Background: an optimization exercise with open tools, aiming at small area and few clock cycles per item. Do not read the settings as production practice.
In this exercise RTL edits were held to simulation tests only and were not proved equivalent to the original.

Setup of job 101:
## srgb_to_xy_chromaticity
module srgb_to_xy_chromaticity #(
  parameter int COMPONENT_BITS  = 8,
  parameter int COORD_FRAC_BITS = 16
) (
  input  logic                      clk,
  input  logic                      rst,
  input  logic                      in_valid,
  output logic                      in_ready,
  input  logic [COMPONENT_BITS-1:0] red,
  input  logic [COMPONENT_BITS-1:0] green,
  input  logic [COMPONENT_BITS-1:0] blue,
  output logic                      out_valid,
  input  logic                      out_ready,
  output logic [srgbxy_pkg::OUT_W-1:0] chroma_x,
  output logic [srgbxy_pkg::OUT_W-1:0] chroma_y,
  output logic                      black_input
);
export LEC_CHECK = 0
export CAP_MARGIN = 20
export CORE_MARGIN = 2
export CORE_UTILIZATION = 50
export CTS_BUF_LIST = sky130_fd_sc_hd__clkbuf_4 sky130_fd_sc_hd__clkbuf_8
export CTS_CLUSTER_DIAMETER = 70
export CTS_CLUSTER_SIZE = 14
export GPL_TIMING_DRIVEN = 0
export SETUP_SLACK_MARGIN = 0.1
export SLEW_MARGIN = 20
export SYNTH_HIERARCHICAL = 1
create_clock -name core_clock -period 8.0 [get_ports {clk}]
standard.sh (not shown) runs the stock make flow with config.mk's settings and CLKGATE_MAP_FILE= SYNTH_SCRIPT=/design/flow/synth_recipe.tcl, a recipe that flattens the netlist after the stock synthesis.
==> flow/flow/run.sh <==
#!/bin/bash
# Layout: the standard flow (standard.sh), except that synthesis maps the
# logic with ABC but leaves out ABC's final buffering and gate sizing (the
# lines after &put in ORFS's abc_speed.script), so gates start at their
# smallest size and the layout's repair steps size and buffer only where
# timing or slew needs it. Everything else in synthesis is the standard flow's own
# synth_recipe.tcl, so the registers are the standard synthesis's.
set -euo pipefail
W="$(pwd)"

cat > "$W/flow_synth.tcl" <<EOT
proc abc {args} {
  set i [lsearch -exact \$args -script]
  if {\$i >= 0} { lset args [expr {\$i + 1}] {$W/flow/abc_map.script} }
  yosys abc {*}\$args
}
source {$W/synth_recipe.tcl}
EOT

sed "s#SYNTH_SCRIPT=[^ ]*#SYNTH_SCRIPT=$W/flow_synth.tcl#" standard.sh > standard_synth.sh
grep -q "SYNTH_SCRIPT=$W/flow_synth.tcl" standard_synth.sh

bash standard_synth.sh synth > synth.log 2>&1
bash standard.sh > layout.log 2>&1
==> flow/flow/abc_map.script <==
&get -n
&st
&dch
&nf
&st
&syn2
&if -g -K 6
&synch2
&nf
&st
&syn2
&if -g -K 6
&synch2
&nf
&st
&syn2
&if -g -K 6
&synch2
&nf
&st
&syn2
&if -g -K 6
&synch2
&nf
&st
&syn2
&if -g -K 6
&synch2
&nf
&put
Job 101: full flow OK, the timing, design-rule and antenna checks passed
Testbench counts of job 101, summed over its fixed seeds: cycles 16,056, items 16,000.
[inputs] job 102 vs job 101
==> flow/run.sh (new file) <==
#!/bin/bash
# synth_recipe.tcl (not shown) runs the flow's synth.tcl, then flattens the netlist and writes it again
# the make line also repeats each setting of config.mk as NAME=value (left out here)
make -C /OpenROAD-flow-scripts/flow DESIGN_CONFIG=/design/flow/config.mk WORK_HOME=/design/flow/orfs CLKGATE_MAP_FILE= SYNTH_SCRIPT=/design/flow/synth_recipe.tcl finish
removed: flow/flow/run.sh
removed: flow/flow/abc_map.script
removed: flow/standard.sh
### Flow results
Job 102 | stages: all done | timing, DRC, antenna: all pass
Compared with job 101, in job 102 worst slew margin relative to its limit moved down, final RePlAce weighted congestion climbed about 10%, number of clock buffers in the layout saw a decrease.
Going from job 101 to job 102, arrival time at the worst endpoint up 0.11 ns, highest clock rate down about 1.2%.
Max routed wire length across job 101 and job 102: job 102
Any difference in multi-input combinational gate total between job 102 and job 101 is small enough to ignore.
Job 101 → job 102: wire length the detailed router placed on met1 picked up an extra about 11%, instance count after placement with tap cells included picked up an extra about 5.5%, tap cell instance count picked up an extra about 7%.
Modified inputs, job 103 compared to job 102
==> flow/flow/run.sh (new file) <==
#!/bin/bash
# Layout: the standard flow (standard.sh), except that synthesis maps the
# logic with ABC for area (flow/abc_map.script) and leaves out ABC's
# buffering and gate sizing, so gates start at their smallest size and the
# layout's repair steps size and buffer only where timing or slew needs it.
# Everything else in synthesis is the standard flow's own synth_recipe.tcl, so the
# registers are the standard synthesis's. After global routing, ORFS's power
# recovery (RECOVER_POWER) downsizes gates on paths with slack to spare.
set -euo pipefail
W="$(pwd)"

cat > "$W/flow_synth.tcl" <<EOT
proc abc {args} {
  set i [lsearch -exact \$args -script]
  if {\$i >= 0} { lset args [expr {\$i + 1}] {$W/flow/abc_map.script} }
  yosys abc {*}\$args
}
source {$W/synth_recipe.tcl}
EOT

sed "s#SYNTH_SCRIPT=[^ ]*#SYNTH_SCRIPT=$W/flow_synth.tcl#" standard.sh > standard_synth.sh
grep -q "SYNTH_SCRIPT=$W/flow_synth.tcl" standard_synth.sh

sed 's#"\${@:-finish}"#RECOVER_POWER=100 "${@:-finish}"#' standard.sh > standard_layout.sh
grep -q "RECOVER_POWER=100" standard_layout.sh

bash standard_synth.sh synth > synth.log 2>&1
bash standard_layout.sh > layout.log 2>&1
==> flow/flow/abc_map.script (new file) <==
&get -n
&st
&dch
&nf -a
&put
==> flow/standard.sh (new file) <==
#!/bin/bash
# synth_recipe.tcl (not shown) runs the flow's synth.tcl, then flattens the netlist and writes it again
# the make line also repeats each setting of config.mk as NAME=value (left out here)
make -C /OpenROAD-flow-scripts/flow DESIGN_CONFIG=/design/flow/config.mk WORK_HOME=/design/flow/orfs CLKGATE_MAP_FILE= SYNTH_SCRIPT=/design/flow/synth_recipe.tcl "${@:-finish}"
removed: flow/run.sh
--- outcome ---
- Completing all stages was not enough for job 103: its layout failed the final checks because of max-capacitance violations, max-slew violations.
- Job 103 against job 102: first-pass GRT wire length lost about 14%, clock-buffer cell count decreased by 1 relative to the old numbers, final wirelength went down.
Changes in job 104 relative to job 103:
==> flow/flow/run.sh <==
#!/bin/bash
# Layout: the standard flow (standard.sh), except that synthesis maps the
# logic with ABC for area (flow/abc_map.script) and leaves out ABC's
# buffering and gate sizing, so gates start at their smallest size and the
# layout's repair steps size and buffer only where timing or slew needs it. Everything else in synthesis is the standard flow's own
# synth_recipe.tcl, so the registers are the standard synthesis's.
set -euo pipefail
W="$(pwd)"

cat > "$W/flow_synth.tcl" <<EOT
proc abc {args} {
  set i [lsearch -exact \$args -script]
  if {\$i >= 0} { lset args [expr {\$i + 1}] {$W/flow/abc_map.script} }
  yosys abc {*}\$args
}
source {$W/synth_recipe.tcl}
EOT

sed "s#SYNTH_SCRIPT=[^ ]*#SYNTH_SCRIPT=$W/flow_synth.tcl#" standard.sh > standard_synth.sh
grep -q "SYNTH_SCRIPT=$W/flow_synth.tcl" standard_synth.sh

bash standard_synth.sh synth > synth.log 2>&1
bash standard.sh > layout.log 2>&1
==> run notes <==
- Job 104: done, clean on timing, DRC and antenna
- Compared job 104 against job 103; fmax within noise.
- There was hardly any difference in gate count of the mapped netlist between job 103 and job 104.
- Between job 104 and job 103, the via count normalized by instance count does not differ in any meaningful way.
- There was hardly any difference in setup slack between job 104 and job 103.
diff inputs: job 104 => job 105
# job 104
export LEC_CHECK = 0
export CAP_MARGIN = 20
export CORE_MARGIN = 2
export CORE_UTILIZATION = 50
export CTS_BUF_LIST = sky130_fd_sc_hd__clkbuf_4 sky130_fd_sc_hd__clkbuf_8
export CTS_CLUSTER_DIAMETER = 70
export CTS_CLUSTER_SIZE = 14
export GPL_TIMING_DRIVEN = 0
export SETUP_SLACK_MARGIN = 0.1
export SLEW_MARGIN = 20
export SYNTH_HIERARCHICAL = 1
create_clock -name core_clock -period 8.0 [get_ports {clk}]
# job 105
export LEC_CHECK = 0
export CAP_MARGIN = 20
export CORE_MARGIN = 2
export CORE_UTILIZATION = 62
export CTS_BUF_LIST = sky130_fd_sc_hd__clkbuf_4 sky130_fd_sc_hd__clkbuf_8
export CTS_CLUSTER_DIAMETER = 70
export CTS_CLUSTER_SIZE = 14
export GPL_TIMING_DRIVEN = 0
export SETUP_SLACK_MARGIN = 0.1
export SLEW_MARGIN = 20
export SYNTH_HIERARCHICAL = 1
create_clock -name core_clock -period 8.0 [get_ports {clk}]
Results
- Going from job 104 to job 105, total half-perimeter wirelength after legalization and detailed placement decreased by about 6% relative to the old numbers, wire length decreased by 5.3% relative to the old numbers, worst hold slack closely matched the old numbers, relative area change from synthesis to final layout decreased by 1.2 points relative to the old numbers.
- g_md[2].qy[0] as the end point of the critical path was reported by job 104, and r2_t[10] by job 105.

srgb_to_xy_chromaticity, a different RTL version from the one above (not shown whole).
For scale: ~9400 cells after synthesis, roughly 63 I/O pins, about 100000 um^2 of cells after synthesis.
==> flow/design.v (excerpt) <==
module srgb_to_xy_chromaticity #(
  parameter int COMPONENT_BITS  = 8,
  parameter int COORD_FRAC_BITS = 16
) (
  input  logic                      clk,
  input  logic                      rst,
  input  logic                      in_valid,
  output logic                      in_ready,
  input  logic [COMPONENT_BITS-1:0] red,
  input  logic [COMPONENT_BITS-1:0] green,
  input  logic [COMPONENT_BITS-1:0] blue,
  output logic                      out_valid,
  input  logic                      out_ready,
  output logic [srgbxy_pkg::OUT_W-1:0] chroma_x,
  output logic [srgbxy_pkg::OUT_W-1:0] chroma_y,
  output logic                      black_input
);
make LEC_CHECK=0 CAP_MARGIN=20 CORE_MARGIN=2 CORE_UTILIZATION=50 CTS_BUF_LIST='sky130_fd_sc_hd__clkbuf_4 sky130_fd_sc_hd__clkbuf_8' CTS_CLUSTER_DIAMETER=50 CTS_CLUSTER_SIZE=18 GPL_TIMING_DRIVEN=0 SETUP_SLACK_MARGIN=0.1 SLEW_MARGIN=20 SYNTH_HIERARCHICAL=1 finish   # period 8.0 ns
run.sh (not shown) runs the stock make flow with config.mk's settings and CLKGATE_MAP_FILE= SYNTH_SCRIPT=/design/flow/synth_recipe.tcl, a recipe that flattens the netlist after the stock synthesis.
Stock flow here: none of the scripts above is used.
The baseline completed with no timing, DRC or antenna violations.
Testbench counts at the start, summed over its fixed seeds: cycles 16,056, items 16,000.
Then changed:
CTS_BUF_LIST = sky130_fd_sc_hd__clkbuf_8 sky130_fd_sc_hd__clkbuf_16   (was sky130_fd_sc_hd__clkbuf_4 sky130_fd_sc_hd__clkbuf_8)
CTS_CLUSTER_DIAMETER = 70   (was 50)
CTS_CLUSTER_SIZE = 30   (was 18)
Effect: Wire length hardly moves; final cell count drops by 0.59%; non-clock buffer count drops by 6; final area hardly moves; setup slack improves by 0.012 ns; fmax barely changes; global-route usage stays flat.
Then changed:
CTS_BUF_LIST = sky130_fd_sc_hd__clkbuf_4 sky130_fd_sc_hd__clkbuf_8   (was sky130_fd_sc_hd__clkbuf_8 sky130_fd_sc_hd__clkbuf_16)
CTS_CLUSTER_SIZE = 14   (was 30)
The new run passed the timing, design-rule and antenna checks; global-route usage barely changes; via count climbs by 0.34%; final area falls by 1.5%; routed wire length barely changes; die area is unchanged.

02-20:
RTL: one of the versions met above, not the one the previous note started from.
Size: about 8,600 cells after synthesis, about 92,000 um^2 of cells after synthesis.
clock: 8.0 ns
lec_check: 0
cap_margin: 20
core_margin: 2
core_utilization: 50
cts_buf_list: sky130_fd_sc_hd__clkbuf_4 sky130_fd_sc_hd__clkbuf_8
cts_cluster_diameter: 70
cts_cluster_size: 14
gpl_timing_driven: 0
setup_slack_margin: 0.1
slew_margin: 20
synth_hierarchical: 1
standard.sh (not shown) runs the stock make flow with config.mk's settings and CLKGATE_MAP_FILE= SYNTH_SCRIPT=/design/flow/synth_recipe.tcl, a recipe that flattens the netlist after the stock synthesis.
==> flow/flow/run.sh <==
#!/bin/bash
# Layout: the standard flow (standard.sh), except that synthesis maps the
# logic with ABC but leaves out ABC's final buffering and gate sizing (the
# lines after &put in ORFS's abc_speed.script), so gates start at their
# smallest size and the layout's repair steps size and buffer only where
# timing or slew needs it. Everything else in synthesis is the standard flow's own
# synth_recipe.tcl, so the registers are the standard synthesis's.
set -euo pipefail
W="$(pwd)"

cat > "$W/flow_synth.tcl" <<EOT
proc abc {args} {
  set i [lsearch -exact \$args -script]
  if {\$i >= 0} { lset args [expr {\$i + 1}] {$W/flow/abc_map.script} }
  yosys abc {*}\$args
}
source {$W/synth_recipe.tcl}
EOT

sed "s#SYNTH_SCRIPT=[^ ]*#SYNTH_SCRIPT=$W/flow_synth.tcl#" standard.sh > standard_synth.sh
grep -q "SYNTH_SCRIPT=$W/flow_synth.tcl" standard_synth.sh

bash standard_synth.sh synth > synth.log 2>&1
bash standard.sh > layout.log 2>&1
==> flow/flow/abc_map.script <==
&get -n
&st
&dch
&nf
&st
&syn2
&if -g -K 6
&synch2
&nf -a
&put
Testbench counts of 02-20, summed over its fixed seeds: cycles 16,056, items 16,000.
### 02-20 -> 04-25
==> flow/flow/abc_map.script <==
&get -n
&st
&dch
&nf -a
&put
## What came out
04-25 completed end to end with timing, DRC and antenna clean. 04-25 against 02-20: stage delay of the slowest cell on the critical path higher, final core utilization fell by 0.20 points. Relative to 02-20, the count of inverters not on the clock network in the layout measured on 04-25 has decreased by a little under 10%. Compared with 02-20, in 04-25 total wire length rose by 1.6%; global-route usage rose by 0.45 points; met2 routed wirelength rose by about 10%.

[port drivers added, routing unchanged]
The results above use ideal ports. As a check the final layouts listed here were re-extracted and re-timed, cells and wires unchanged. Step 1: set_driving_cell puts a clkbuf_16 on clk and a buf_2 on each other input, an assumption about the parent block. Step 2 moves the port delays by t, midway between the first and last clock arrival at a register: inputs arrive t later, outputs are due t later. That takes back most of the time a late clock gives input paths. Three values: ideal ports, drivers, drivers and shift; two values: the first two.
run	t, ns	setup slack, ns	worst data-port slew with drivers (ns)
job 101	0.954	0.259 / 0.259 / 0.259	0.04
job 102	0.944	0.164 / 0.164 / 0.164	0.09
job 103	0.960	0.188 / 0.188 / -0.302	0.04
job 104	0.960	0.190 / 0.190 / -0.269	0.04
job 105	0.959	0.153 / 0.153 / -0.305	0.05
the first run of note 2	1.048	0.277 / 0.277 / 0.015	0.06
the second run of note 2	0.858	0.289 / 0.289 / 0.065	0.06
the third run of note 2	1.017	0.249 / 0.249 / 0.017	0.06
02-20	0.980	0.236 / 0.236 / 0.236	0.04
04-25	0.960	0.190 / 0.190 / -0.269	0.04
The setup slack of job 103, which loses most, moves by 0.000 ns with the drivers and by -0.490 ns with both steps.
